Source: an optimization exercise on an open RTL-to-GDS flow (aim: small area and a short achievable clock period). Production flows keep margins and buffers that such runs may drop.
Function was checked by simulation only, so behaviour that the tests miss may differ from the original.
Power figures rest on the tool's default switching activity, not on a simulated workload.

--- design/flow/config.mk ---
export PLATFORM = sky130hd
export DESIGN_NAME = arena_top
export DESIGN_NICKNAME = arena_top
export VERILOG_FILES = /design/flow/design.v
export SDC_FILE = /design/flow/constraint.sdc
export NUM_CORES = 4
export LEC_CHECK = 0
export ABC_AREA = 1
export CAP_MARGIN = 20
export CORE_MARGIN = 2
export CORE_UTILIZATION = 55
export SETUP_SLACK_MARGIN = 4.5
export SLEW_MARGIN = 20
export TNS_END_PERCENT = 0
--- design/flow/constraint.sdc ---
create_clock -name core_clock -period 5.8 [get_ports {Clk}]
set_input_delay 1.1600 -clock core_clock [delete_from_list [all_inputs] [get_ports {Clk}]]
set_output_delay 1.1600 -clock core_clock [all_outputs]
set_load 0.01 [all_outputs]
--- design/flow/design.v ---
package arena_pkg;
    typedef logic [10-1:0] coord_t;
    typedef logic [15:0] score_t;
    typedef enum logic [1:0] {
        ST_START = 2'd0,
        ST_PLAY  = 2'd1,
        ST_DEAD  = 2'd2
    } game_state_t;
endpackage
module arena_box_hit
(
    input  logic [10-1:0] px,
    input  logic [10-1:0] py,
    input  logic [10-1:0] lox,
    input  logic [10-1:0] loy,
    input  logic [10:0]   hix,
    input  logic [10:0]   hiy,
    output logic                      hit
);
    localparam int CW = 10;
    function automatic logic lt11(input logic [CW:0] a, input logic [CW:0] b);
        logic [15:0] g;
        logic [15:0] l;
        g = '0;
        l = '0;
        g[CW:0] = ~a & b;
        l[CW:0] = a & ~b;
        for (int s = 1; s < 16; s = s * 2) begin
            for (int i = 0; i + s < 16; i = i + 2 * s) begin
                g[i] = g[i+s] | (~l[i+s] & g[i]);
                l[i] = l[i+s] | (~g[i+s] & l[i]);
            end
        end
        lt11 = g[0];
    endfunction
    assign hit = !lt11({1'b0, px}, {1'b0, lox}) && lt11({1'b0, px}, hix) &&
                 !lt11({1'b0, py}, {1'b0, loy}) && lt11({1'b0, py}, hiy);
endmodule
module arena_top
(
    input  logic                    Clk,
    input  logic                    rst_n,
    input  logic                    wb_cyc,
    input  logic                    wb_stb,
    input  logic                    wb_we,
    input  logic [3-1:0] wb_adr,
    input  logic [31:0]             wb_dat_w,
    output logic [31:0]             wb_dat_r,
    output logic                    wb_ack,
    input  arena_pkg::coord_t                  pix_x,
    input  arena_pkg::coord_t                  pix_y,
    input  logic                    pix_valid,
    input  logic                    frame_tick
);
    localparam int CW = 10;
    localparam int NS = 4;
    function automatic logic lt11(input logic [CW:0] a, input logic [CW:0] b);
        logic [15:0] g;
        logic [15:0] l;
        g = '0;
        l = '0;
        g[CW:0] = ~a & b;
        l[CW:0] = a & ~b;
        for (int s = 1; s < 16; s = s * 2) begin
            for (int i = 0; i + s < 16; i = i + 2 * s) begin
                g[i] = g[i+s] | (~l[i+s] & g[i]);
                l[i] = l[i+s] | (~g[i+s] & l[i]);
            end
        end
        lt11 = g[0];
    endfunction
    function automatic logic [CW-1:0] inc10(input logic [CW-1:0] c);
        logic [CW-1:0] m;    
        for (int i = 0; i < CW; i++) begin
            m = {CW{1'b1}} >> (CW - i);
            inc10[i] = c[i] ^ (&(c | ~m));
        end
    endfunction
    function automatic logic [CW-1:0] dec10(input logic [CW-1:0] c);
        logic [CW-1:0] m;    
        for (int i = 0; i < CW; i++) begin
            m = {CW{1'b1}} >> (CW - i);
            dec10[i] = c[i] ^ ~(|(c & m));
        end
    endfunction
    logic          start_cmd;
    logic          play_q;           
    logic          dead_r;           
    logic          dead_q;           
    logic          restart;
    logic [CW-1:0] player_x, player_y;
    logic [CW-1:0] bullet_x, bullet_y;
    logic          bullet_en;
    logic [1:0]    spawn_idx;
    logic [15:0]   score_base;       
    logic [NS-1:0] kill_q;           
    logic [NS-1:0] alive_q;          
    logic [NS-1:0][CW-1:0] mon_x;
    logic [NS-1:0][CW-1:0] mon_y;
    logic [NS-1:0][3:0]    mv;       
    logic          play, dead;
    logic [NS-1:0] alive;
    logic [15:0]   score;
    assign play  = play_q && !dead_q;
    assign dead  = dead_r || dead_q;
    assign alive = alive_q & ~kill_q;
    logic [2:0]  kill_cnt;
    logic [3:0]  score_lo;
    assign kill_cnt = 3'(kill_q[0]) + 3'(kill_q[1]) + 3'(kill_q[2]) + 3'(kill_q[3]);
    assign score_lo = {1'b0, score_base[2:0]} + {1'b0, kill_cnt};
    always_comb begin
        logic [12:0] m;      
        score[2:0] = score_lo[2:0];
        for (int i = 3; i < 16; i++) begin
            m = {13{1'b1}} >> (16 - i);
            score[i] = score_base[i] ^ (score_lo[3] & (&(score_base[15:3] | ~m)));
        end
    end
    logic req, wr;
    assign req = wb_cyc && wb_stb && !wb_ack;
    assign wr  = req && wb_we;
    logic [NS-1:0][CW-1:0] flip_x, flip_y;
    logic [1:0]    rsel;
    logic [CW-1:0] rd_x, rd_y;
    assign rsel = wb_adr[1:0];
    assign rd_x = mon_x[rsel] ^ flip_x[rsel];
    assign rd_y = mon_y[rsel] ^ flip_y[rsel];
    function automatic logic [31:0] xy_word(input logic [CW-1:0] x, input logic [CW-1:0] y,
                                            input logic b31);
        xy_word = '0;
        xy_word[CW-1:0]   = x;
        xy_word[16 +: CW] = y;
        xy_word[31]       = b31;
    endfunction
    logic [31:0] rd_data;
    always_comb begin
        case (wb_adr)
            3'd1:    rd_data = xy_word(player_x, player_y, 1'b0);
            3'd2:    rd_data = xy_word(bullet_x, bullet_y, bullet_en);
            3'd3:    rd_data = {score, 14'b0, dead, play};
            3'd4:    rd_data = xy_word(rd_x, rd_y, alive[0]);
            3'd5:    rd_data = xy_word(rd_x, rd_y, alive[1]);
            3'd6:    rd_data = xy_word(rd_x, rd_y, alive[2]);
            3'd7:    rd_data = xy_word(rd_x, rd_y, alive[3]);
            default: rd_data = '0;
        endcase
    end
    always_ff @(posedge Clk) begin
        wb_dat_r <= rd_data;
    end
    always_ff @(posedge Clk) begin
        if (!rst_n) begin
            wb_ack    <= 1'b0;
            start_cmd <= 1'b0;
            player_x  <= '0;
            player_y  <= '0;
            bullet_x  <= '0;
            bullet_y  <= '0;
            bullet_en <= 1'b0;
        end else begin
            wb_ack    <= req;
            start_cmd <= wr && (wb_adr == 3'd0) && wb_dat_w[0];
            if (wr && wb_adr == 3'd1) begin
                player_x <= wb_dat_w[CW-1:0];
                player_y <= wb_dat_w[16 +: CW];
            end
            if (wr && wb_adr == 3'd2) begin
                bullet_x  <= wb_dat_w[CW-1:0];
                bullet_y  <= wb_dat_w[16 +: CW];
                bullet_en <= wb_dat_w[31];
            end
        end
    end
    logic [NS-1:0] mon_hit;
    logic [NS-1:0] kill;
    logic          bullet_hit, player_hit, player_dead;
    logic [NS-1:0] mon_box;
    logic          bullet_box, player_box;
    for (genvar i = 0; i < NS; i++) begin : g_hit
        arena_box_hit mon_box_i (
            .px  (pix_x),
            .py  (pix_y),
            .lox (mon_x[i]),
            .loy (mon_y[i]),
            .hix ({1'b0, mon_x[i]} + (CW+1)'(22)),
            .hiy ({1'b0, mon_y[i]} + (CW+1)'(22)),
            .hit (mon_box[i])
        );
    end
    arena_box_hit bullet_box_i (
        .px  (pix_x),
        .py  (pix_y),
        .lox (bullet_x),
        .loy (bullet_y),
        .hix ({1'b0, bullet_x} + (CW+1)'(4)),
        .hiy ({1'b0, bullet_y} + (CW+1)'(4)),
        .hit (bullet_box)
    );
    arena_box_hit player_box_i (
        .px  (pix_x),
        .py  (pix_y),
        .lox (player_x),
        .loy (player_y),
        .hix ({1'b0, player_x} + (CW+1)'(25)),
        .hiy ({1'b0, player_y} + (CW+1)'(30)),
        .hit (player_box)
    );
    assign mon_hit    = {NS{pix_valid}} & alive & mon_box;
    assign bullet_hit = pix_valid && bullet_en && bullet_box;
    assign player_hit = pix_valid && player_box;
    assign kill        = (play && bullet_hit) ? mon_hit : '0;
    assign player_dead = play && player_hit && (|mon_hit);
    always_ff @(posedge Clk) begin
        if (!rst_n) begin
            play_q  <= 1'b0;
            dead_r  <= 1'b0;
            dead_q  <= 1'b0;
            restart <= 1'b0;
        end else begin
            restart <= start_cmd && !play;
            dead_q  <= player_dead;
            if (play) begin
                play_q <= 1'b1;
                dead_r <= 1'b0;
            end else if (start_cmd) begin
                play_q <= 1'b1;
                dead_r <= 1'b0;
            end else begin
                play_q <= 1'b0;
                dead_r <= dead;
            end
        end
    end
    always_ff @(posedge Clk) begin
        if (!rst_n || restart) begin
            score_base <= '0;
            kill_q     <= '0;
        end else begin
            score_base <= score;
            kill_q     <= kill;
        end
    end
    logic [NS-1:0] spawn_load;
    logic [CW-1:0] spawn_x, spawn_y;
    assign spawn_load = (frame_tick && play && !restart) ? (~alive & (alive + 1'b1)) : '0;
    always_comb begin
        case (spawn_idx)
            2'd0: begin spawn_x = CW'(12); spawn_y = CW'(240); end
            2'd1: begin spawn_x = CW'(240); spawn_y = CW'(12); end
            2'd2: begin spawn_x = CW'(468); spawn_y = CW'(240); end
            default: begin spawn_x = CW'(240); spawn_y = CW'(468); end
        endcase
    end
    always_ff @(posedge Clk) begin
        if (!rst_n || restart) begin
            spawn_idx <= 2'd0;
        end else if (|spawn_load) begin
            spawn_idx <= spawn_idx + 2'd1;
        end
    end
    for (genvar i = 0; i < NS; i++) begin : g_slot
        logic x_lt, x_gt, y_lt, y_gt, step;
        assign x_lt = lt11({1'b0, mon_x[i]}, {1'b0, player_x});
        assign x_gt = lt11({1'b0, player_x}, {1'b0, mon_x[i]});
        assign y_lt = lt11({1'b0, mon_y[i]}, {1'b0, player_y});
        assign y_gt = lt11({1'b0, player_y}, {1'b0, mon_y[i]});
        assign step = frame_tick && alive[i] && !restart;
        logic [CW-1:0] x_inc, x_dec, y_inc, y_dec;
        assign x_inc = inc10(mon_x[i]);
        assign x_dec = dec10(mon_x[i]);
        assign y_inc = inc10(mon_y[i]);
        assign y_dec = dec10(mon_y[i]);
        logic [3:0] back;
        assign back = alive[i] ? 4'b0 : mv[i];
        always_comb begin
            flip_x[i] = '0;
            flip_y[i] = '0;
            if (back[3]) flip_x[i] = x_dec ^ mon_x[i];
            if (back[2]) flip_x[i] = x_inc ^ mon_x[i];
            if (back[1]) flip_y[i] = y_dec ^ mon_y[i];
            if (back[0]) flip_y[i] = y_inc ^ mon_y[i];
        end
        always_ff @(posedge Clk) begin
            if (!rst_n) begin
                alive_q[i] <= 1'b0;
                mon_x[i]   <= '0;
                mon_y[i]   <= '0;
                mv[i]      <= '0;
            end else begin
                alive_q[i] <= !restart && (alive[i] || spawn_load[i]);
                if (alive[i] || spawn_load[i]) begin
                    mv[i] <= step ? {x_lt, x_gt, y_lt, y_gt} : 4'b0;
                end
                if (spawn_load[i]) begin
                    mon_x[i] <= spawn_x;
                    mon_y[i] <= spawn_y;
                end else if (step) begin
                    if (x_lt) mon_x[i] <= x_inc;
                    else if (x_gt) mon_x[i] <= x_dec;
                    if (y_lt) mon_y[i] <= y_inc;
                    else if (y_gt) mon_y[i] <= y_dec;
                end
            end
        end
    end
endmodule
--- design/flow/flow/run.sh ---
#!/bin/bash
# The standard layout with these changes:
#  - synthesis maps with the ABC script in flow/abc_area.script (selected by
#    ABC_AREA=1) and leaves adders to ABC (no ADDER_MAP_FILE); the rest of the
#    ORFS scripts are unchanged copies
#  - the port buffers are plain buf cells, which the timing repair can resize
#  - timing repair may resize cells to other footprints
set -euo pipefail
rm -rf scripts_copy
cp -r "$FLOW_HOME/scripts" scripts_copy
cp flow/abc_area.script scripts_copy/abc_area.script
bash standard.sh "SCRIPTS_DIR=$PWD/scripts_copy" ADDER_MAP_FILE= \
    "BUFFER_PORTS_ARGS=-buffer_cell sky130_fd_sc_hd__buf_2" \
    MATCH_CELL_FOOTPRINT=0 finish > standard_flow.log 2>&1
--- design/flow/flow/abc_area.script ---
strash
dc2
balance
dch -f
map -B 0.9
topo
stime -c
buffer -c
upsize -c
dnsize -c
--- design/flow/standard.sh ---
#!/bin/bash
# synth_recipe.tcl (not shown) runs the flow's synth.tcl, then flattens the netlist and writes it again
# the make line also repeats each setting of config.mk as NAME=value (left out here)
make -C /OpenROAD-flow-scripts/flow DESIGN_CONFIG=/design/flow/config.mk WORK_HOME=/design/flow/orfs CLKGATE_MAP_FILE= SYNTH_SCRIPT=/design/flow/synth_recipe.tcl "${@:-finish}"
==> flow_summary.json, run 1 <==
{
  "status": "timing/DRC/antenna clean",
  "grtUsageTotal": 0.429,
  "dieArea_um2": 32400,
  "gp_congestion": 1.03,
  "pre_cts_ws_ns": 1.94,
  "synth_edf_count": 0,
  "required_ns": 6.22,
  "synthesis.area_um2": 17000,
  "overflow": 0,
  "wire_per_inst_um": 21.4,
  "ys_ff_latch": 195,
  "post-route-drc-count": 0,
  "setup_slack_ns": 3.10,
  "place_area_um2": 17400,
  "start_kind": "input port",
  "grt_max_degree": 69,
  "cts-root-buf": "clkbuf_16",
  "path_class": "input port to flip-flop",
  "num_vias": 21823,
  "cts_tree": "built",
  "coreArea_um2": 30500,
  "cts_buffer_depth": 2,
  "cap_violations": 0,
  "final_common_cell": "nand2_1",
  "finalPower_mw": 3.07,
  "pin_count": 95,
  "clk_pin_slew_ns": 0.09,
  "fin_area_um2": 19000,
  "finalNonFillerCells": 3395,
  "worst_pin_slew_ns": 0.955,
  "nFillCells": 3054,
  "synth_top_cell_by_area": "dfxtp_1",
  "timing.fmax_ghz": 0.370,
  "mostFrequentLayoutCells": "nand2_1 (713), nor2_1 (323), inv_1 (320), a21oi_1 (241), o21ai_0 (224)",
  "die_x_um": 180,
  "ctsHtreeMaxLevel": 4,
  "hold_class": "flip-flop to flip-flop",
  "rsz0062_at_grt": "true",
  "ir_drop_mv": 0.226,
  "critPathCaptureType": "flip-flop",
  "maxSlewHeadroom": 0.363,
  "grt_pass1_wl_um": 109000,
  "diodes": 0,
  "worst_ep_arrival_time_ns": 3.12,
  "powerDensity_nw_per_um2": 162,
  "synth_cells": 2955,
  "p_leak_nw": 7.85,
  "grt_antenna_before_repair": 0,
  "utilization": 0.621,
  "slew_viol_final": 0,
  "wl_um": 72500,
  "clk-insertion-delay-late_ns": 0.48,
  "yosysWarnings": 2,
  "grt_pass1_vias": 19934,
  "finClkSkew_ns": 0.0171,
  "period_share": 0.466,
  "finalCriticalPeriod_ns": 2.70,
  "port_buffers": 77,
  "ys_seq_area_frac": 0.229,
  "ant_nets": 0,
  "cts.sink_count": 195,
  "synth.area.top_cells": "dfxtp_1 (23%), nand2_1 (16%), nor2_1 (7.8%)",
  "initial_core_util": 0.558,
  "synthFlopType": "dfxtp_1",
  "finalSetupViolCount": 0,
  "synth_cell_types": 64,
  "area_delta_synth_final_pct": 11.4,
  "die_h_um": 180,
  "dp_hpwl_um": 54500,
  "synth_top_area_frac": 0.229,
  "drtPass1Iterations": 7,
  "drive_gt1_frac": 0.132,
  "hold_slack_ns": 0.477,
  "num-nets-final": 3049,
  "vias_per_cell": 6.43,
  "syn_area_per_cell_um2": 5.76,
  "drtIter0Drc": 2955,
  "setup-tns-final_ns": 0,
  "dpl.cell_count": 3310,
  "path_max_fanout": 7,
  "final-hold-violation-count": 0,
  "synthArstFlopShare": 0,
  "cts_buffers": 17,
  "rows": 64
}
==> cell type report <==
cell class	instances	area, µm²	share of cell area
Multi-Input combinational cell	2250	11400	0.603
Inverter	382	1500	0.0794
Clock buffer	17	425	0.0224
Sequential cell	195	3970	0.209
Clock inverter	14	130	0.00687
Tap cell	396	495	0.0261
Timing Repair Buffer	141	1000	0.0530
==> state kept, by name, indices dropped and copies added, names as in the netlist, 10 cells and up <==
| register | flops |
|---|---|
| bullet_x | 10 |
| bullet_y | 10 |
| mon_x | 40 |
| mon_y | 40 |
| mv | 16 |
| player_x | 10 |
| player_y | 10 |
| score_base | 16 |
| wb_dat_r | 26 |
==> logic make-up (layout without fill, tap and decap cells) <==
| kind of cell | after synthesis | in the layout | share of synthesized area |
|---|---|---|---|
| xor+xnor | 53 | 53 | 0.0273 |
| buf+inv | 517 | 554 | 0.121 |
| simple gates | 1355 | 1357 | 0.331 |
| compound gates | 834 | 834 | 0.291 |
| other cells | 1 | 6 | 0.000220 |
| flops | 195 | 195 | 0.229 |
==> synthesized netlist by cell type (18+ instances only) <==
cell type  instances
inv_2             30
nor3_1            58
nand4_1           18
nand3_1          138
nor2_1           353
o21ai_0          251
nand2_2           20
nand2_1          718
xor2_1            46
a21oi_1          245
a221oi_1          22
o221ai_1          32
dfxtp_1          195
a22oi_1           19
a31oi_1           49
o22ai_1           82
clkbuf_1          74
o211ai_1          31
buf_2             38
inv_1            344
==> critical path, stage by stage <==
cell,delay [ns]
buf_8,0.10
clkinvlp_4,0.21
nand3_1,0.17
nand2_1,0.06
nand3_1,0.06
o21ai_0,0.07
o21ai_0,0.08
nand3_1,0.09
a22oi_1,0.14
nor2_1,0.06
o21ai_1,0.15
nand2_1,0.10
nor2_1,0.14
nand3_2,0.21
nand3_2,0.16
nor2_4,0.06
nor2_1,0.09
==> worst paths after layout <==
path                            slack [ns]   startpoint  cells past startpoint        end
worst max-delay path                  3.10     pix_y[0]                     17     dead_q
worst min-delay path                  0.48        mv[1]                      2      mv[1]
worst min register to register        0.48        mv[1]                      2      mv[1]
worst max register to register        3.12  player_x[5]                     16  mon_x[33]
==> per-layer routing <==
layer,up-vias,share of wire,wire length [µm],global-route usage
li1,10023,-,-,-
met1,10094,0.39,28100,0.575
met2,1469,0.42,30500,0.651
met3,237,0.15,11100,0.124
met4,0,0.038,2780,0.162
met5,-,0,0,0
==> power breakdown <==
group,switching [mW],internal [mW],leakage [nW]
registers,0.0134,1.35,1.60
logic,0.337,0.154,5.98
clock network,0.621,0.597,0.270
total,0.971,2.10,7.85
==> timing repair <==
item / CTS / global route
gates resized for setup: 159 / 41
gates cloned: 2 / 0
pin swaps: 40 / 26
hold buffers: 0 / 0
endpoints found under the setup margin: 222 / 222
setup buffers: 42 / 10
==> run 2, diff against run 1 <==
--- a/design/flow/config.mk
+++ b/design/flow/config.mk
@@ -9,6 +9,7 @@
 export CAP_MARGIN = 20
 export CORE_MARGIN = 2
 export CORE_UTILIZATION = 55
-export SETUP_SLACK_MARGIN = 4.5
+export CTS_BUF_LIST = sky130_fd_sc_hd__clkbuf_4 sky130_fd_sc_hd__clkbuf_8
+export SETUP_SLACK_MARGIN = 3.5
 export SLEW_MARGIN = 20
 export TNS_END_PERCENT = 0
==> flow_summary.json, run 2 <==
{
  "finClkSkew_ns": 0.0248,
  "rsz0062_at_grt": "true",
  "synthFlopType": "dfxtp_1",
  "drtIter0Drc": 3117,
  "use_met1": 0.572,
  "r2r_start": "mon_x[1]",
  "hold_class": "flip-flop to flip-flop",
  "grt_max_degree": 69,
  "synth_fa_ha_area_frac": 0,
  "clk-insertion-delay-late_ns": 0.55,
  "grtUsageTotal": 0.431,
  "p_sw_frac": 0.336,
  "wire_per_inst_um": 21.4,
  "grt_pass1_vias": 20039,
  "yosys-top-cells-count": "nand2_1 (718), nor2_1 (353), inv_1 (344)",
  "status": "timing/DRC/antenna clean",
  "final_common_cell": "nand2_1",
  "die_x_um": 180,
  "cp_slowest_cell": "clkinvlp_4",
  "path_max_fanout": 7,
  "power_frac_seq": 0.488,
  "finalSetupViolCount": 0,
  "wl_um": 72800,
  "synth_edf_count": 0,
  "cpPeakStageDelay_ns": 0.23,
  "drive_gt1_frac": 0.151,
  "dieArea_um2": 32400,
  "cts_tree": "built",
  "yosysMostFrequentCell": "nand2_1",
  "synth_compound_area_frac": 0.291,
  "pin_count": 95,
  "coreArea_um2": 30500,
  "cts_buffers": 17,
  "power_frac_comb": 0.180,
  "cts.sink_count": 195,
  "critPathTopFamily": "simple AND/OR/NAND/NOR gates",
  "dp_hpwl_um": 54500,
  "setup-tns-final_ns": 0,
  "startpoint": "pix_y[1]",
  "start_kind": "input port",
  "drtPass1Iterations": 7,
  "synthArstFlopShare": 0,
  "ant_nets": 0,
  "nFillCells": 3065,
  "busiest_layer": "met2",
  "worst_ep_arrival_time_ns": 3.12,
  "grt_antenna_before_repair": 0,
  "mostFrequentLayoutCells": "nand2_1 (710), inv_1 (317), nor2_1 (310), a21oi_1 (238), o21ai_0 (206)",
  "ys_ff_latch": 195,
  "area_delta_synth_final_pct": 12.4,
  "critPathCaptureType": "flip-flop",
  "vias_per_cell": 6.44,
  "p_leak_nw": 7.89,
  "ctsHtreeMaxLevel": 4,
  "die_h_um": 180,
  "cts_buffer_depth": 2,
  "synth_top_cell_by_area": "dfxtp_1",
  "slew_viol_final": 0,
  "ys_seq_area_frac": 0.229,
  "final-hold-violation-count": 0,
  "worst_pin_slew_ns": 0.967,
  "path_cells": "buf_12 -> clkinvlp_4 -> nand3_2 -> nand2_1 -> nand3_1 -> o21ai_0 -> o21ai_0 -> nand3_1 -> a22oi_1 -> nor2_1 -> o21ai_1 -> nand2_1 -> nor2_1 -> nand3_2 -> nand3_2 -> nor2_4 -> nor2_1",
  "synth_simple_gate_area_share": 0.331,
  "num-nets-final": 3061,
  "yosysWarnings": 2,
  "cts-root-buf": "clkbuf_8",
  "gp_congestion": 1.03,
  "hold_buffers": 0,
  "critPathBufInv": 2,
  "port_buffers": 77,
  "worstHoldStart": "mv[2]",
  "synthesis.area_um2": 17000,
  "synth_cells": 2955,
  "synth_xor_area_frac": 0.0273,
  "syn_area_per_cell_um2": 5.76,
  "reg.largest.list": "mon_x: 40 flops, mon_y: 40 flops, wb_dat_r: 26 flops",
  "synth_mux_area_frac": 0,
  "grt_pass1_wl_um": 109000,
  "ir_drop_mv": 0.203,
  "required_ns": 6.30,
  "fin_area_um2": 19100,
  "overflow": 0,
  "period_share": 0.453,
  "synth_top_area_frac": 0.229,
  "path_class": "input port to flip-flop",
  "synth_cell_types": 64,
  "num_vias": 21933,
  "grt_util_met2": 0.645,
  "cap_violations": 0,
  "grt_util_met3": 0.138,
  "post-route-drc-count": 0,
  "place_area_um2": 17400,
  "finalCriticalPeriod_ns": 2.62,
  "rows": 64,
  "maxSlewHeadroom": 0.355,
  "p_clk_frac": 0.332,
  "timing.fmax_ghz": 0.381,
  "clk_pin_slew_ns": 0.12,
  "powerDensity_nw_per_um2": 146,
  "initial_core_util": 0.558,
  "synth.area.top_cells": "dfxtp_1 (23%), nand2_1 (16%), nor2_1 (7.8%)",
  "synth_top_family_by_area": "simple AND/OR/NAND/NOR gates",
  "p_int_mw": 1.85,
  "switchingPower_mw": 0.936
}
[run 2: power groups by stage]
stage | Clock, mW | Combinational (mW) | Sequential [mW]
floorplan | 0 | 0.284 | 1.39
global placement | 0 | 0.413 | 1.39
detailed placement | 0 | 0.421 | 1.39
CTS | 0.921 | 0.464 | 1.36
global route | 0.965 | 0.530 | 1.36
finish | 0.924 | 0.500 | 1.36
[run 2: timing repair]
| item | CTS | global route |
|---|---|---|
| setup buffers | 50 | 13 |
| gates cloned | 3 | 0 |
| pin swaps | 41 | 47 |
| endpoints found under the setup margin | 162 | 164 |
| resized for setup | 195 | 105 |
[run 2: layout make-up]
cell class,count,area [µm²],area share
clock inverters,14,130,0.00681
repair inverters,1,7.51,0.000393
clock buffers,17,234,0.0122
repair buffers,152,1110,0.0580
inverters,382,1510,0.0791
flip-flops and latches,195,4010,0.210
multi-input cells,2250,11600,0.608
diodes,1,2.50,0.000131
well taps,396,495,0.0259
[run 2: kinds of logic after synthesis]
group / count (synthesis)
flops: 195
buf+inv: 517
compound gates: 834
simple gates: 1355
xor+xnor: 53
other cells: 1
[run 2: metal layers]
layer / part of all wire / wire [µm]
met3: 0.16 / 11400
met1: 0.39 / 28100
met2: 0.42 / 30300
met4: 0.041 / 3010
met5: 0 / 0
[run 2: path summary, 6_finish.rpt]
path                                     to  slack [ns]  cells past startpoint
worst max-delay path                 dead_q        3.18                     17
worst min-delay path                  mv[2]        0.48                      2
worst max register to register  wb_dat_r[6]        3.20                     12
worst min register to register        mv[2]        0.48                      2
[run 2: worst register-to-register path, delay by kind of cell, from the launching register on]
family / cells / cell delay [ns]
AOI/OAI and AO/OA: 5 / 1.10
buffers and inverters: 3 / 0.46
DFF: 1 / 0.36
and+or+nand+nor: 4 / 0.55
[run 2: through the flow]
| step | power (mW) | std cells | setup WS, ns | utilization | hold WS (ns) |
|---|---|---|---|---|---|
| after floorplan | 1.68 | 2960 | 3.30 | - | 0.399 |
| after global placement | 1.81 | 3310 | 1.98 | 0.572 | 0.455 |
| after detailed placement | 1.82 | 3310 | 1.94 | 0.572 | 0.463 |
| after CTS | 2.75 | 3394 | 3.33 | 0.614 | 0.461 |
| after global routing | 2.85 | 3407 | 3.13 | 0.627 | 0.498 |
| final | 2.78 | 3408 | 3.18 | 0.627 | 0.482 |
==> run 3, diff against run 2 <==
--- a/design/flow/config.mk
+++ b/design/flow/config.mk
@@ -9,7 +9,7 @@
 export CAP_MARGIN = 20
 export CORE_MARGIN = 2
 export CORE_UTILIZATION = 55
-export CTS_BUF_LIST = sky130_fd_sc_hd__clkbuf_4 sky130_fd_sc_hd__clkbuf_8
+export CTS_BUF_LIST = sky130_fd_sc_hd__clkbuf_8
 export SETUP_SLACK_MARGIN = 3.5
 export SLEW_MARGIN = 20
 export TNS_END_PERCENT = 0
==> flow_summary.json, run 3 <==
{
  "synth.area.top_cells": "dfxtp_1 (23%), nand2_1 (16%), nor2_1 (7.8%)",
  "synthesis.area_um2": 17000,
  "wire_per_inst_um": 21.4,
  "dp_hpwl_um": 54500,
  "critPathCaptureType": "flip-flop",
  "synth_edf_count": 0,
  "clk-insertion-delay-late_ns": 0.55,
  "reg.largest.list": "mon_x: 40 flops, mon_y: 40 flops, wb_dat_r: 26 flops",
  "grtUsageTotal": 0.431,
  "status": "timing/DRC/antenna clean",
  "syn_area_per_cell_um2": 5.76,
  "ant_nets": 0,
  "pre_cts_ws_ns": 1.94,
  "period_share": 0.453,
  "grt_pass1_wl_um": 109000,
  "final-hold-violation-count": 0,
  "mostFrequentLayoutCells": "nand2_1 (710), inv_1 (317), nor2_1 (310), a21oi_1 (238), o21ai_0 (206)",
  "synth_cell_types": 64,
  "critPathBufInv": 2,
  "die_x_um": 180,
  "area_delta_synth_final_pct": 12.4,
  "maxSlewHeadroom": 0.355,
  "path_cells": "buf_12 -> clkinvlp_4 -> nand3_2 -> nand2_1 -> nand3_1 -> o21ai_0 -> o21ai_0 -> nand3_1 -> a22oi_1 -> nor2_1 -> o21ai_1 -> nand2_1 -> nor2_1 -> nand3_2 -> nand3_2 -> nor2_4 -> nor2_1",
  "drtPass1Iterations": 7,
  "finalPower_mw": 2.78,
  "setup_slack_ns": 3.18,
  "synthFlopType": "dfxtp_1",
  "num-nets-final": 3061,
  "hold_slack_ns": 0.482,
  "hold_buffers": 0,
  "p_leak_nw": 7.89,
  "final_common_cell": "nand2_1",
  "num_vias": 21933,
  "initial_core_util": 0.558,
  "synth_top_area_frac": 0.229,
  "post-route-drc-count": 0,
  "ir_drop_mv": 0.203,
  "overflow": 0,
  "timing.fmax_ghz": 0.381,
  "ys_seq_area_frac": 0.229,
  "yosysMostFrequentCell": "nand2_1",
  "yosysWarnings": 2,
  "required_ns": 6.30,
  "finalSetupViolCount": 0,
  "gp_congestion": 1.03,
  "grt_max_degree": 69,
  "cpPeakStageDelay_ns": 0.23,
  "ctsHtreeMaxLevel": 4,
  "start_kind": "input port",
  "finalCriticalPeriod_ns": 2.62,
  "drive_gt1_frac": 0.151,
  "setup-tns-final_ns": 0,
  "cts_buffer_depth": 2,
  "cap_violations": 0,
  "ys_ff_latch": 195,
  "synth_cells": 2955,
  "pin_count": 95,
  "coreArea_um2": 30500,
  "cts.sink_count": 195,
  "powerDensity_nw_per_um2": 146,
  "port_buffers": 77,
  "cts-root-buf": "clkbuf_8",
  "synth_top_cell_by_area": "dfxtp_1",
  "cts_tree": "built",
  "critPathTopFamily": "simple AND/OR/NAND/NOR gates",
  "clk_pin_slew_ns": 0.12,
  "worst_ep_arrival_time_ns": 3.12,
  "path_class": "input port to flip-flop",
  "die_h_um": 180,
  "rows": 64,
  "utilization": 0.627,
  "cp_slowest_cell": "clkinvlp_4",
  "grt_antenna_before_repair": 0,
  "drtIter0Drc": 3117,
  "worst_pin_slew_ns": 0.967,
  "rsz0062_at_grt": "true",
  "synthArstFlopShare": 0,
  "path_max_fanout": 7,
  "vias_per_cell": 6.44,
  "slew_viol_final": 0,
  "cts_buffers": 17,
  "hold_class": "flip-flop to flip-flop",
  "wl_um": 72800,
  "grt_pass1_vias": 20039,
  "dieArea_um2": 32400,
  "finClkSkew_ns": 0.0248,
  "yosys-top-cells-count": "nand2_1 (718), nor2_1 (353), inv_1 (344)"
}
## run 3: cell counts in the layout (fill, tap and decap cells not counted)
No cell type changed its count.
## run 3: power breakdown
| part | leakage, nW | internal, mW | switching (mW) | total [mW] |
|---|---|---|---|---|
| Combinational | 6.10 | 0.158 | 0.342 | 0.500 |
| Sequential | 1.61 | 1.35 | 0.0130 | 1.36 |
| Clock | 0.182 | 0.343 | 0.581 | 0.924 |
## run 3: routing by layer
layer	vias up	GRT usage	wire length, µm
li1	10062	-	-
met1	10095	0.572	28100
met2	1515	0.645	30300
met3	261	0.138	11400
met4	0	0.173	3010
met5	-	0	0
## run 3: logic make-up (layout without fill, tap and decap cells)
family	Yosys count	count (layout)	share of synthesized area
compound gates	834	834	0.291
simple gates	1355	1357	0.331
xor+xnor	53	53	0.0273
buf+inv	517	566	0.121
flops	195	195	0.229
other cells	1	7	0.000220
## run 3: worst register-to-register path, cell delays in order (launching register included)
cell and delay (ns):
dfxtp_1 0.36, inv_1 0.23, nand2_1 0.17, inv_1 0.15, nand2_1 0.08, inv_1 0.08
nand4_1 0.17, o21ai_1 0.20, o21ai_0 0.22, nand2_1 0.13, o2111ai_1 0.13, o21ai_1 0.31
o221ai_1 0.24
## run 3: worst paths after layout
| kind | start | endpoint | slack (ns) | cells after the start |
|---|---|---|---|---|
| max | pix_y[1] | dead_q | 3.18 | 17 |
| min | mv[2] | mv[2] | 0.48 | 2 |
| max reg2reg | mon_x[1] | wb_dat_r[6] | 3.20 | 12 |
| min reg2reg | mv[2] | mv[2] | 0.48 | 2 |
## run 3: final cells by class
| class | count | area [µm²] |
|---|---|---|
| inverter | 382 | 1510 |
| multi-input combinational | 2250 | 11600 |
| antenna | 1 | 2.50 |
| sequential | 195 | 4010 |
| clock buffer | 17 | 234 |
| tap | 396 | 495 |
| timing repair inverter | 1 | 7.51 |
| fill | 3065 | 11400 |
| clock inverter | 14 | 130 |
| timing repair buffer | 152 | 1110 |
## run 3: per-stage QoR
step / cells / area, µm²
floorplan: 2960 / 17100
global placement: 3310 / 17400
detailed placement: 3310 / 17400
CTS: 3394 / 18700
global route: 3407 / 19100
finish: 3408 / 19100
## run 3: timing repair
action / 4_1_cts / 5_1_grt
setup endpoints to repair: 162 / 164
gates cloned: 3 / 0
pin swaps: 41 / 47
gates resized for setup: 195 / 105
setup buffers: 50 / 13
==> run 4, diff against run 3 <==
--- a/design/flow/config.mk
+++ b/design/flow/config.mk
@@ -9,7 +9,7 @@
 export CAP_MARGIN = 20
 export CORE_MARGIN = 2
 export CORE_UTILIZATION = 55
-export CTS_BUF_LIST = sky130_fd_sc_hd__clkbuf_8
+export PLACE_DENSITY = 0.75
 export SETUP_SLACK_MARGIN = 3.5
 export SLEW_MARGIN = 20
 export TNS_END_PERCENT = 0
==> flow_summary.json, run 4 <==
{
  "nFillCells": 3061,
  "cts_buffers": 17,
  "place_area_um2": 17400,
  "yosys-top-cells-count": "nand2_1 (718), nor2_1 (353), inv_1 (344)",
  "ctsHtreeMaxLevel": 4,
  "num_vias": 21916,
  "ff2ff_path_depth": 9,
  "grt_antenna_before_repair": 1,
  "r2r-end": "wb_dat_r[5]",
  "ys_seq_area_frac": 0.229,
  "required_ns": 6.22,
  "coreArea_um2": 30500,
  "fin_area_um2": 18900,
  "worst_ep_arrival_time_ns": 3.16,
  "critPathCaptureType": "flip-flop",
  "rows": 64,
  "synth_top_area_frac": 0.229,
  "grtUsageTotal": 0.428,
  "cap_violations": 0,
  "synth_top_cell_by_area": "dfxtp_1",
  "dieArea_um2": 32400,
  "vias_per_cell": 6.48,
  "port_buffers": 77,
  "wire_per_inst_um": 21.6,
  "start_kind": "input port",
  "powerDensity_nw_per_um2": 161,
  "die_h_um": 180,
  "status": "timing/DRC/antenna clean",
  "overflow": 0,
  "cts_tree": "built",
  "grt_pass1_vias": 19409,
  "synthArstFlopShare": 0,
  "worstHoldStart": "start_cmd",
  "gp_congestion": 1.04,
  "slew_viol_final": 0,
  "initial_core_util": 0.558,
  "maxSlewHeadroom": 0.393,
  "synth_cell_types": 64,
  "cts-root-buf": "clkbuf_16",
  "finalCriticalPeriod_ns": 2.74,
  "dp_hpwl_um": 55500,
  "setup-tns-final_ns": 0,
  "ir_drop_mv": 0.237,
  "pin_count": 95,
  "path_max_fanout": 7,
  "synth_cells": 2955,
  "multi_input_area_um2": 11400,
  "cts_buffer_depth": 2,
  "whs_endpoint": "dead_r",
  "cts.sink_count": 195,
  "synth.area.top_cells": "dfxtp_1 (23%), nand2_1 (16%), nor2_1 (7.8%)",
  "drive_gt1_frac": 0.128,
  "hold_class": "flip-flop to flip-flop",
  "path_class": "input port to flip-flop",
  "hold_path_depth": 1,
  "period_share": 0.472,
  "grt_max_degree": 63,
  "synth_edf_count": 0,
  "hold_slack_ns": 0.426,
  "p_leak_nw": 7.79,
  "ff_latch_area_um2": 3960,
  "area_delta_synth_final_pct": 10.9,
  "finClkSkew_ns": 0.0140,
  "num-nets-final": 3035,
  "yosysMostFrequentCell": "nand2_1",
  "drtPass1Iterations": 9,
  "finalPower_mw": 3.03,
  "ys_ff_latch": 195,
  "syn_area_per_cell_um2": 5.76,
  "utilization": 0.618,
  "timing.fmax_ghz": 0.365,
  "grt_pass1_wl_um": 108000,
  "final_common_cell": "nand2_1",
  "wl_um": 73000,
  "clk-insertion-delay-late_ns": 0.48,
  "yosysWarnings": 2,
  "final-hold-violation-count": 0,
  "reg.largest.list": "mon_x: 40 flops, mon_y: 40 flops, wb_dat_r: 26 flops",
  "clk_pin_slew_ns": 0.08,
  "r2r_slack_ns": 3.14,
  "mostFrequentLayoutCells": "nand2_1 (714), nor2_1 (325), inv_1 (319), a21oi_1 (240), o21ai_0 (223)",
  "r2r_start": "kill_q[0]",
  "rsz0062_at_grt": "true",
  "drtIter0Drc": 3247,
  "die_x_um": 180,
  "synthesis.area_um2": 17000,
  "post-route-drc-count": 0,
  "worst_pin_slew_ns": 0.910,
  "synthFlopType": "dfxtp_1",
  "ant_nets": 0,
  "finalSetupViolCount": 0
}
-- run 4: final cells by class --
class,count,share of cell area
flip-flops and latches,195,0.210
clock buffers,19,0.0235
repair buffers,128,0.0474
well taps,396,0.0263
diodes,1,0.000133
repair inverters,1,0.000398
inverters,382,0.0811
multi-input cells,2248,0.606
clock inverters,13,0.00531
-- run 4: how the worst max path moves through the flow --
stage	start	end	slack, ns	cells past startpoint
2_1_floorplan	pix_y[2]	dead_q	3.30	13
3_3_place_gp	frame_tick	mon_x[17]	1.97	12
3_5_place_dp	frame_tick	mon_x[17]	1.88	12
4_1_cts	pix_y[0]	dead_q	3.21	15
5_1_grt	mon_x[34]	mon_x[35]	3.02	13
6_report	pix_y[0]	kill_q[1]	3.06	15
-- run 4: worst max-delay path, stage by stage --
cell	delay, ns
buf_12	0.10
clkinvlp_4	0.24
nand2_1	0.14
o21ai_0	0.10
o21ai_2	0.09
o21ai_1	0.11
o21ai_0	0.11
o221ai_1	0.20
o21ai_1	0.15
a21oi_1	0.07
o21ai_1	0.20
nand3_1	0.10
nor2_1	0.14
o21ai_2	0.12
nor2_1	0.11
-- run 4: cell families after synthesis --
family                    count (synthesis)  synth area share
and+or+nand+nor                        1355             0.331
AOI/OAI and AO/OA                       834             0.291
buffers and inverters                   517             0.121
DFF                                     195             0.229
xor gates and xnor gates                 53            0.0273
other                                     1          0.000220
-- run 4: repair_timing --
action	in CTS	in global routing
setup endpoints to repair	176	181
hold buffers	0	0
pin swaps	21	19
resized for setup	117	87
setup buffers	23	16
cloned	1	0
-- run 4: power by group --
| part | internal [mW] | switching [mW] | total [mW] |
|---|---|---|---|
| Sequential | 1.35 | 0.0140 | 1.36 |
| Clock | 0.569 | 0.611 | 1.18 |
| Combinational | 0.148 | 0.338 | 0.486 |
| Total | 2.07 | 0.963 | 3.03 |
-- run 4: per-layer routing --
layer	part of all wire	routed length (µm)	GRT usage	up-vias
li1	-	-	-	10000
met4	0.039	2870	0.175	0
met1	0.39	28400	0.589	10085
met3	0.16	11500	0.109	218
met5	0	0	0.00593	-
met2	0.41	30300	0.634	1613
-- run 4: metrics by stage --
step	worst slack, ns	std cells
2_1_floorplan	3.30	2960
3_3_place_gp	1.97	3310
3_5_place_dp	1.88	3310
4_1_cts	3.21	3366
5_1_grt	3.02	3383
6_report	3.06	3383
==> run 5, diff against run 4 <==
--- a/design/flow/config.mk
+++ b/design/flow/config.mk
@@ -9,7 +9,6 @@
 export CAP_MARGIN = 20
 export CORE_MARGIN = 2
 export CORE_UTILIZATION = 55
-export PLACE_DENSITY = 0.75
 export SETUP_SLACK_MARGIN = 3.5
 export SLEW_MARGIN = 20
 export TNS_END_PERCENT = 0
==> flow_summary.json, run 5 <==
{
  "p_int_mw": 2.10,
  "synthArstFlopShare": 0,
  "powerDensity_nw_per_um2": 162,
  "num_vias": 21823,
  "start_kind": "input port",
  "setup-tns-final_ns": 0,
  "p_leak_nw": 7.85,
  "clk-insertion-delay-late_ns": 0.48,
  "utilization": 0.621,
  "slew_viol_final": 0,
  "drtIter0Drc": 2955,
  "finalSetupViolCount": 0,
  "yosys-top-cells-count": "nand2_1 (718), nor2_1 (353), inv_1 (344)",
  "dpl.cell_count": 3310,
  "drive_gt1_frac": 0.132,
  "p_clk_frac": 0.397,
  "cts_buffers": 17,
  "area_delta_synth_final_pct": 11.4,
  "grt_max_degree": 69,
  "grt_pass1_wl_um": 109000,
  "ctsHtreeMaxLevel": 4,
  "finalNonFillerCells": 3395,
  "wl_um": 72500,
  "worst_pin_slew_ns": 0.955,
  "ff_latch_area_um2": 3970,
  "maxSlewHeadroom": 0.363,
  "required_ns": 6.22,
  "ir_drop_mv": 0.226,
  "power_frac_comb": 0.160,
  "synthesis.area_um2": 17000,
  "synthFlopType": "dfxtp_1",
  "finalCriticalPeriod_ns": 2.70,
  "timing.fmax_ghz": 0.370,
  "rsz0062_at_grt": "true",
  "use_met1": 0.575,
  "ys_seq_area_frac": 0.229,
  "place_area_um2": 17400,
  "dieArea_um2": 32400,
  "grt_util_met2": 0.651,
  "synth_cell_types": 64,
  "multi_input_area_um2": 11400,
  "pin_count": 95,
  "mostFrequentLayoutCells": "nand2_1 (713), nor2_1 (323), inv_1 (320), a21oi_1 (241), o21ai_0 (224)",
  "finClkSkew_ns": 0.0171,
  "critPathCaptureType": "flip-flop",
  "cts_buffer_depth": 2,
  "synth_top_area_frac": 0.229,
  "nFillCells": 3054,
  "wire_per_inst_um": 21.4,
  "ys_ff_latch": 195,
  "hold_slack_ns": 0.477,
  "synth_edf_count": 0,
  "p_sw_frac": 0.316,
  "synth.area.top_cells": "dfxtp_1 (23%), nand2_1 (16%), nor2_1 (7.8%)",
  "synth_cells": 2955,
  "drtPass1Iterations": 7,
  "vias_per_cell": 6.43,
  "ant_nets": 0,
  "reg.largest.list": "mon_x: 40 flops, mon_y: 40 flops, wb_dat_r: 26 flops",
  "clk_pin_slew_ns": 0.09,
  "final-hold-violation-count": 0,
  "cts_tree": "built",
  "gp_congestion": 1.03,
  "rows": 64,
  "die_x_um": 180,
  "period_share": 0.466,
  "cts.sink_count": 195,
  "final_common_cell": "nand2_1",
  "initial_core_util": 0.558,
  "status": "timing/DRC/antenna clean",
  "hold_class": "flip-flop to flip-flop",
  "port_buffers": 77,
  "post-route-drc-count": 0,
  "synth_top_cell_by_area": "dfxtp_1",
  "cts-root-buf": "clkbuf_16",
  "power_frac_seq": 0.444,
  "cap_violations": 0,
  "dp_hpwl_um": 54500,
  "syn_area_per_cell_um2": 5.76,
  "num-nets-final": 3049,
  "overflow": 0,
  "yosysWarnings": 2,
  "switchingPower_mw": 0.971,
  "coreArea_um2": 30500,
  "diodes": 0,
  "path_max_fanout": 7,
  "grt_antenna_before_repair": 0,
  "worst_ep_arrival_time_ns": 3.12,
  "die_h_um": 180,
  "grt_pass1_vias": 19934,
  "grt_util_met3": 0.124,
  "busiest_layer": "met2",
  "grtUsageTotal": 0.429,
  "fin_area_um2": 19000,
  "yosysMostFrequentCell": "nand2_1",
  "path_class": "input port to flip-flop"
}
-- run 5: worst paths after layout --
kind	from	end	slack [ns]	cells after the start
setup / recovery	pix_y[0]	dead_q	3.10	17
hold / removal	mv[1]	mv[1]	0.48	2
hold reg to reg	mv[1]	mv[1]	0.48	2
setup reg to reg	player_x[5]	mon_x[33]	3.12	16
-- run 5: cell families (layout without fill, tap and decap cells) --
logic type,after synthesis,count (layout),share of synthesized area
AO/OA/AOI/OAI,834,834,0.291
flip-flops,195,195,0.229
XOR/XNOR,53,53,0.0273
other,1,6,0.000220
AND/OR/NAND/NOR,1355,1357,0.331
buffers and inverters,517,554,0.121
-- run 5: layout make-up --
class | count | area share
well taps | 396 | 0.0261
repair buffers | 141 | 0.0530
clock inverters | 14 | 0.00687
multi-input cells | 2250 | 0.603
clock buffers | 17 | 0.0224
flip-flops and latches | 195 | 0.209
inverters | 382 | 0.0794
-- run 5: power by group through the flow --
| stage | clock (mW) | sequential, mW | combinational [mW] |
|---|---|---|---|
| global placement | 0 | 1.39 | 0.413 |
| global route | 1.25 | 1.36 | 0.520 |
| detailed placement | 0 | 1.39 | 0.421 |
| finish | 1.22 | 1.36 | 0.490 |
| floorplan | 0 | 1.39 | 0.284 |
| CTS | 1.21 | 1.36 | 0.462 |
-- run 5: metal layers --
layer  up-vias  part of all wire  wire (µm)
li1      10023                 -          -
met2      1469              0.42      30500
met1     10094              0.39      28100
met4         0             0.038       2780
met5         -                 0          0
met3       237              0.15      11100
-- run 5: metrics by stage --
step / power [mW] / setup WS [ns]
after floorplan: 1.68 / 3.30
after global placement: 1.81 / 1.98
after detailed placement: 1.82 / 1.94
after CTS: 3.03 / 3.24
after global routing: 3.14 / 3.03
final: 3.07 / 3.10
-- run 5: critical path, cell delays in order --
cell and delay, ns:
buf_8 0.10, clkinvlp_4 0.21, nand3_1 0.17, nand2_1 0.06, nand3_1 0.06, o21ai_0 0.07
o21ai_0 0.08, nand3_1 0.09, a22oi_1 0.14, nor2_1 0.06, o21ai_1 0.15, nand2_1 0.10
nor2_1 0.14, nand3_2 0.21, nand3_2 0.16, nor2_4 0.06, nor2_1 0.09
-- run 5: what timing repair did --
item / 4_1_cts / 5_1_grt
hold buffers: 0 / 0
gates cloned: 2 / 0
buffers inserted: 42 / 10
pin swaps: 40 / 26
gates resized for setup: 159 / 41
setup endpoints to repair: 162 / 164
==> run 6, diff against run 5 <==
--- a/design/flow/config.mk
+++ b/design/flow/config.mk
@@ -8,7 +8,7 @@
 export ABC_AREA = 1
 export CAP_MARGIN = 20
 export CORE_MARGIN = 2
-export CORE_UTILIZATION = 55
+export CORE_UTILIZATION = 60
 export SETUP_SLACK_MARGIN = 3.5
 export SLEW_MARGIN = 20
 export TNS_END_PERCENT = 0
==> flow_summary.json, run 6 <==
{
  "finalSetupViolCount": 0,
  "utilization": 0.695,
  "mostFrequentLayoutCells": "nand2_1 (713), nor2_1 (317), inv_1 (316), a21oi_1 (235), o21ai_0 (219)",
  "yosys-top-cells-count": "nand2_1 (718), nor2_1 (353), inv_1 (344)",
  "num-nets-final": 3068,
  "pre_cts_ws_ns": 1.98,
  "clk-insertion-delay-late_ns": 0.49,
  "path_max_fanout": 7,
  "wire_per_inst_um": 21.4,
  "synth_cells": 2955,
  "ff2ff_path_depth": 13,
  "coreArea_um2": 27900,
  "powerDensity_nw_per_um2": 164,
  "synth_edf_count": 0,
  "port_buffers": 77,
  "worst_ep_arrival_time_ns": 3.00,
  "required_ns": 6.14,
  "startpoint": "alive_q[0]",
  "drtPass1Iterations": 9,
  "hold_slack_ns": 0.472,
  "finalCriticalPeriod_ns": 2.67,
  "worstHoldStart": "mv[2]",
  "grt_antenna_before_repair": 2,
  "synth_top_cell_by_area": "dfxtp_1",
  "finClkSkew_ns": 0.0218,
  "wl_um": 72700,
  "final_common_cell": "nand2_1",
  "drive_gt1_frac": 0.149,
  "initial_core_util": 0.611,
  "finalPower_mw": 3.17,
  "hold_class": "flip-flop to flip-flop",
  "drtIter0Drc": 3376,
  "ir_drop_mv": 0.283,
  "cts.sink_count": 195,
  "critPathCaptureType": "flip-flop",
  "clk_pin_slew_ns": 0.09,
  "grt_max_degree": 68,
  "yosysMostFrequentCell": "nand2_1",
  "timing.fmax_ghz": 0.375,
  "r2r-end": "mon_x[33]",
  "grt_pass1_wl_um": 106000,
  "setup_slack_ns": 3.13,
  "synth_top_area_frac": 0.229,
  "grtUsageTotal": 0.471,
  "maxSlewHeadroom": 0.280,
  "rows": 61,
  "synthArstFlopShare": 0,
  "diodes": 0,
  "cts_buffer_depth": 2,
  "rsz0062_at_grt": "true",
  "num_vias": 22394,
  "worst_pin_slew_ns": 1.08,
  "ys_ff_latch": 195,
  "ctsHtreeMaxLevel": 4,
  "reg.largest.list": "mon_x: 40 flops, mon_y: 40 flops, wb_dat_r: 26 flops",
  "ys_seq_area_frac": 0.229,
  "vias_per_cell": 6.59,
  "slew_viol_final": 0,
  "overflow": 0,
  "cts_buffers": 17,
  "grt_pass1_vias": 19734,
  "whs_endpoint": "mv[2]",
  "hold_path_depth": 2,
  "synth.area.top_cells": "dfxtp_1 (23%), nand2_1 (16%), nor2_1 (7.8%)",
  "p_leak_nw": 8.01,
  "cap_violations": 0,
  "status": "timing/DRC/antenna clean",
  "dieArea_um2": 29700,
  "gp_congestion": 1.05,
  "synthesis.area_um2": 17000,
  "start_kind": "flip-flop",
  "cts_tree": "built",
  "path_class": "flip-flop to flip-flop",
  "ant_nets": 0,
  "die_h_um": 172,
  "yosysWarnings": 2,
  "area_delta_synth_final_pct": 13.8,
  "synthFlopType": "dfxtp_1",
  "pin_count": 95,
  "final-hold-violation-count": 0,
  "r2r_start": "alive_q[0]",
  "r2r_slack_ns": 3.13,
  "dp_hpwl_um": 53500,
  "period_share": 0.460,
  "setup-tns-final_ns": 0,
  "cts-root-buf": "clkbuf_16",
  "synth_cell_types": 64,
  "post-route-drc-count": 0,
  "syn_area_per_cell_um2": 5.76,
  "die_x_um": 172
}
run 6: cell counts after synthesis:
Identical to the previous run, type by type.
run 6: worst max-delay path by stage:
| stage | end | cells past startpoint |
|---|---|---|
| 2_1_floorplan | dead_q | 13 |
| 3_3_place_gp | mon_x[17] | 12 |
| 3_5_place_dp | mon_x[17] | 12 |
| 4_1_cts | kill_q[3] | 16 |
| 5_1_grt | dead_q | 16 |
| 6_report | mon_x[33] | 13 |
run 6: cells by family after synthesis:
logic type | share of synthesized area
other | 0.000220
xor gates and xnor gates | 0.0273
DFF | 0.229
AOI/OAI and AO/OA | 0.291
buffers and inverters | 0.121
and+or+nand+nor | 0.331
run 6: repair_timing:
action,CTS,global route
buffers inserted,38,34
endpoints found under the setup margin,176,166
gates resized for setup,128,139
pin swaps,25,39
endpoints found under the hold margin,0,0
hold buffers,0,0
gates cloned,1,1
run 6: metal layers:
layer | GRT usage | share of wire
met3 | 0.161 | 0.17
met1 | 0.617 | 0.36
met5 | 0 | 0.00023
met4 | 0.216 | 0.051
met2 | 0.696 | 0.41
run 6: cell type report:
type                            count  area (µm²)
Timing Repair Buffer              161        1160
Clock buffer                       17         425
Clock inverter                     15         191
Multi-Input combinational cell   2249       11600
Fill cell                        2565        8500
Tap cell                          378         473
Inverter                          382        1530
Sequential cell                   195        4000
run 6: power breakdown:
part / switching, mW / internal, mW / total (mW) / leakage [nW]
clock network: 0.652 / 0.660 / 1.31 / 0.297
logic: 0.338 / 0.160 / 0.498 / 6.11
registers: 0.0146 / 1.35 / 1.36 / 1.60
total: 1.01 / 2.16 / 3.17 / 8.01
run 6: stage by stage:
step	instances	instance area, µm²
after CTS	3362	18700
after global placement	3291	17400
after detailed placement	3291	17400
after floorplan	2960	17100
final	3397	19400
after global routing	3397	19400
run 6: worst max-delay path, stage by stage (launching register included):
cell	delay, ns
dfxtp_1	0.33
inv_1	0.07
nor2_4	0.29
clkinvlp_4	0.29
nor2_1	0.14
inv_1	0.07
nor2_1	0.29
inv_1	0.15
nor3_1	0.20
inv_1	0.12
nand2_2	0.14
inv_2	0.08
a221oi_1	0.28
nor2_1	0.06
==> run 7, diff against run 6 <==
--- a/design/flow/flow/run.sh
+++ b/design/flow/flow/run.sh
@@ -5,10 +5,15 @@
 #    ORFS scripts are unchanged copies
 #  - the port buffers are plain buf cells, which the timing repair can resize
 #  - timing repair may resize cells to other footprints
+#  - the slow low-power clock inverters (clkinvlp) are added to the platform's
+#    don't-use list, so logic is not mapped onto them
 set -euo pipefail
+PLATFORM_DONT_USE="sky130_fd_sc_hd__probe_p_8 sky130_fd_sc_hd__probec_p_8 sky130_fd_sc_hd__lpflow_bleeder_1 sky130_fd_sc_hd__lpflow_clkbufkapwr_1 sky130_fd_sc_hd__lpflow_clkbufkapwr_16 sky130_fd_sc_hd__lpflow_clkbufkapwr_2 sky130_fd_sc_hd__lpflow_clkbufkapwr_4 sky130_fd_sc_hd__lpflow_clkbufkapwr_8 sky130_fd_sc_hd__lpflow_clkinvkapwr_1 sky130_fd_sc_hd__lpflow_clkinvkapwr_16 sky130_fd_sc_hd__lpflow_clkinvkapwr_2 sky130_fd_sc_hd__lpflow_clkinvkapwr_4 sky130_fd_sc_hd__lpflow_clkinvkapwr_8 sky130_fd_sc_hd__lpflow_decapkapwr_12 sky130_fd_sc_hd__lpflow_decapkapwr_3 sky130_fd_sc_hd__lpflow_decapkapwr_4 sky130_fd_sc_hd__lpflow_decapkapwr_6 sky130_fd_sc_hd__lpflow_decapkapwr_8 sky130_fd_sc_hd__lpflow_inputiso0n_1 sky130_fd_sc_hd__lpflow_inputiso0p_1 sky130_fd_sc_hd__lpflow_inputiso1n_1 sky130_fd_sc_hd__lpflow_inputiso1p_1 sky130_fd_sc_hd__lpflow_inputisolatch_1 sky130_fd_sc_hd__lpflow_isobufsrc_1 sky130_fd_sc_hd__lpflow_isobufsrc_16 sky130_fd_sc_hd__lpflow_isobufsrc_2 sky130_fd_sc_hd__lpflow_isobufsrc_4 sky130_fd_sc_hd__lpflow_isobufsrc_8 sky130_fd_sc_hd__lpflow_isobufsrckapwr_16 sky130_fd_sc_hd__lpflow_lsbuf_lh_hl_isowell_tap_1 sky130_fd_sc_hd__lpflow_lsbuf_lh_hl_isowell_tap_2 sky130_fd_sc_hd__lpflow_lsbuf_lh_hl_isowell_tap_4 sky130_fd_sc_hd__lpflow_lsbuf_lh_isowell_4 sky130_fd_sc_hd__lpflow_lsbuf_lh_isowell_tap_1 sky130_fd_sc_hd__lpflow_lsbuf_lh_isowell_tap_2 sky130_fd_sc_hd__lpflow_lsbuf_lh_isowell_tap_4"
 rm -rf scripts_copy
 cp -r "$FLOW_HOME/scripts" scripts_copy
 cp flow/abc_area.script scripts_copy/abc_area.script
 bash standard.sh "SCRIPTS_DIR=$PWD/scripts_copy" ADDER_MAP_FILE= \
     "BUFFER_PORTS_ARGS=-buffer_cell sky130_fd_sc_hd__buf_2" \
-    MATCH_CELL_FOOTPRINT=0 finish > standard_flow.log 2>&1
+    MATCH_CELL_FOOTPRINT=0 \
+    "DONT_USE_CELLS=$PLATFORM_DONT_USE sky130_fd_sc_hd__clkinvlp_2 sky130_fd_sc_hd__clkinvlp_4" \
+    finish > standard_flow.log 2>&1
--- a/design/flow/config.mk
+++ b/design/flow/config.mk
@@ -8,7 +8,7 @@
 export ABC_AREA = 1
 export CAP_MARGIN = 20
 export CORE_MARGIN = 2
-export CORE_UTILIZATION = 60
+export CORE_UTILIZATION = 55
 export SETUP_SLACK_MARGIN = 3.5
 export SLEW_MARGIN = 20
 export TNS_END_PERCENT = 0
==> flow_summary.json, run 7 <==
{
  "routed-wl-met2_um": 31500,
  "ys_seq_area_frac": 0.223,
  "cts-root-buf": "clkbuf_16",
  "cts_buffer_depth": 2,
  "final_common_cell": "nand2_1",
  "r2r-end": "wb_dat_r[6]",
  "synth_edf_count": 0,
  "grt_max_degree": 66,
  "drtIter0Drc": 3132,
  "nFillCells": 2977,
  "status": "timing/DRC/antenna clean",
  "ff_latch_area_um2": 4040,
  "cts.sink_count": 195,
  "drive_gt1_frac": 0.179,
  "finalNonFillerCells": 3517,
  "ir_drop_mv": 0.245,
  "p_int_mw": 2.15,
  "cts_buffers": 17,
  "dieArea_um2": 33200,
  "rows": 65,
  "period_share": 0.425,
  "synthFlopType": "dfxtp_1",
  "ys_ff_latch": 195,
  "die_h_um": 182,
  "synth_mux_area_frac": 0,
  "finalCriticalPeriod_ns": 2.46,
  "finalPower_mw": 3.16,
  "ant_nets": 0,
  "yosysWarnings": 2,
  "die_x_um": 182,
  "powerDensity_nw_per_um2": 157,
  "wire_per_inst_um": 21.5,
  "synth_cells": 3045,
  "synth.area.top_cells": "dfxtp_1 (22%), nand2_1 (18%), inv_1 (8.3%)",
  "pin_count": 95,
  "wl_um": 75700,
  "start_kind": "input port",
  "r2r_slack_ns": 3.35,
  "num-nets-final": 3163,
  "vias_per_cell": 6.37,
  "grtUsageTotal": 0.438,
  "port_buffers": 77,
  "finalSetupViolCount": 0,
  "p_sw_frac": 0.320,
  "cap_violations": 0,
  "grt_antenna_before_repair": 2,
  "num_vias": 22389,
  "synth_top_family_by_area": "simple AND/OR/NAND/NOR gates",
  "synth_top_area_frac": 0.223,
  "dr_wl_met3_um": 11300,
  "synth_compound_area_frac": 0.267,
  "coreArea_um2": 31400,
  "crit_end": "mon_x[16]",
  "timing.fmax_ghz": 0.406,
  "synth_cell_types": 56,
  "rsz0062_at_grt": "true",
  "path_class": "input port to flip-flop",
  "synth_fa_ha_area_frac": 0,
  "maxSlewHeadroom": 0.429,
  "r2r_start": "mon_x[2]",
  "overflow": 0,
  "final-hold-violation-count": 0,
  "yosysMostFrequentCell": "nand2_1",
  "path_max_fanout": 8,
  "multi_input_area_um2": 12000,
  "synthArstFlopShare": 0,
  "yosys-top-cells-count": "nand2_1 (850), inv_1 (385), nor2_1 (309)",
  "clk_pin_slew_ns": 0.09,
  "dp_hpwl_um": 56800,
  "synth_xor_area_frac": 0.0261,
  "gp_congestion": 1.06,
  "wl_met1_um": 29700,
  "slew_viol_final": 0,
  "ctsHtreeMaxLevel": 4,
  "initial_core_util": 0.557,
  "worst_ep_arrival_time_ns": 2.81,
  "power_frac_seq": 0.427,
  "fin_area_um2": 20100,
  "worst_pin_slew_ns": 0.856,
  "area_delta_synth_final_pct": 15.1,
  "highest_layer": "met5",
  "drtPass1Iterations": 7,
  "clk-insertion-delay-late_ns": 0.49,
  "post-route-drc-count": 0,
  "switchingPower_mw": 1.01,
  "dpl.cell_count": 3413,
  "p_leak_nw": 9.02,
  "p_clk_frac": 0.408,
  "mostFrequentLayoutCells": "nand2_1 (835), inv_1 (333), nor2_1 (271), a21oi_1 (184), o21ai_0 (165)",
  "utilization": 0.641,
  "synthesis.area_um2": 17500,
  "synth_simple_gate_area_share": 0.353,
  "place_area_um2": 17900,
  "hold_buffers": 0,
  "syn_area_per_cell_um2": 5.74,
  "reg.largest.list": "mon_x: 40 flops, mon_y: 40 flops, wb_dat_r: 26 flops",
  "synth_top_cell_by_area": "dfxtp_1",
  "grt_pass1_vias": 19714,
  "required_ns": 6.15,
  "finClkSkew_ns": 0.0217,
  "ff2ff_path_depth": 10,
  "critPathCaptureType": "flip-flop",
  "startpoint": "frame_tick",
  "setup-tns-final_ns": 0,
  "power_frac_comb": 0.164,
  "hold_class": "flip-flop to flip-flop",
  "grt_pass1_wl_um": 111000,
  "cts_tree": "built"
}
==> run 7: per-stage QoR <==
| step | hold slack (ns) | worst slack, ns |
|---|---|---|
| global placement | 0.410 | 2.03 |
| detailed placement | 0.418 | 1.96 |
| global route | 0.434 | 3.23 |
| floorplan | 0.400 | 3.28 |
| CTS | 0.415 | 3.43 |
| finish | 0.416 | 3.34 |
==> run 7: critical path: stages <==
cell and delay, ns:
buf_2 0.12, nand2_4 0.10, nor2_4 0.13, inv_2 0.13, nor3_4 0.19, inv_2 0.14
nor2_4 0.23, inv_2 0.13, nor2_2 0.20, nor2_1 0.09, a21oi_1 0.12, a211oi_1 0.05
==> run 7: logic make-up (layout without fill, tap and decap cells) <==
| group | count (synthesis) | after routing |
|---|---|---|
| other cells | 1 | 7 |
| flops | 195 | 195 |
| buf+inv | 573 | 637 |
| xor+xnor | 52 | 52 |
| compound gates | 756 | 756 |
| simple gates | 1468 | 1468 |
==> run 7: metal layers <==
layer  global-route usage  up-vias
li1                     -    10258
met1                0.598    10380
met2                0.646     1517
met3                0.127      232
met4                0.177        2
met5                    0        -
==> run 7: worst min-delay path by stage <==
stage	startpoint	endpoint	slack, ns	cells after the start
after floorplan	start_cmd	dead_r	0.40	1
after global placement	start_cmd	dead_r	0.41	1
after detailed placement	start_cmd	dead_r	0.42	1
after CTS	start_cmd	dead_r	0.42	1
after global routing	start_cmd	dead_r	0.43	1
final	start_cmd	dead_r	0.42	1
==> run 7: cell type report <==
type,count,share of cell area
Timing Repair Buffer,161,0.0587
Sequential cell,195,0.201
Antenna cell,1,0.000124
Clock inverter,15,0.00821
Clock buffer,17,0.0211
Tap cell,402,0.0250
Multi-Input combinational cell,2282,0.597
Timing Repair inverter,5,0.00174
Inverter,439,0.0869
==> run 7: power by group through the flow <==
stage	Clock [mW]	Sequential, mW	Combinational [mW]
floorplan	0	1.39	0.290
global placement	0	1.39	0.424
detailed placement	0	1.39	0.433
CTS	1.29	1.36	0.474
global route	1.33	1.35	0.550
finish	1.29	1.35	0.520
==> run 7: timing repair <==
action | CTS | global route
gates cloned | 4 | 1
endpoints found under the setup margin | 167 | 153
buffers inserted | 25 | 41
pin swaps | 30 | 33
gates resized for setup | 274 | 146

static timing again, ports no longer ideal:
How much do the figures lean on ideal ports? The routed layouts below were timed once more, with nothing changed but the port constraints. Step 1, drivers: a clkbuf_16 drives Clk and a buf_2 each remaining input, both assumed. Step 2 moves the port delays by t, midway between the first and last clock arrival at a register: inputs arrive t later, outputs are due t later. That takes back most of the time a late clock gives input paths. Three values: no drivers, after step 1, after step 2; two values: the first two.
run	shift t [ns]	setup WS [ns]	clock arrival spread, ns
run 1	0.530	3.100 / 3.102 / 2.572	0.018 / 0.018
run 2	0.593	3.175 / 3.158 / 2.565	0.026 / 0.025
run 3	0.593	3.175 / 3.158 / 2.565	0.026 / 0.025
run 4	0.520	3.060 / 3.048 / 2.528	0.014 / 0.014
run 5	0.530	3.100 / 3.102 / 2.572	0.018 / 0.018
run 6	0.528	3.134 / 3.134 / 2.644	0.022 / 0.023
run 7	0.542	3.338 / 3.353 / 2.831	0.022 / 0.022
After both steps setup and hold are still met in every run listed.
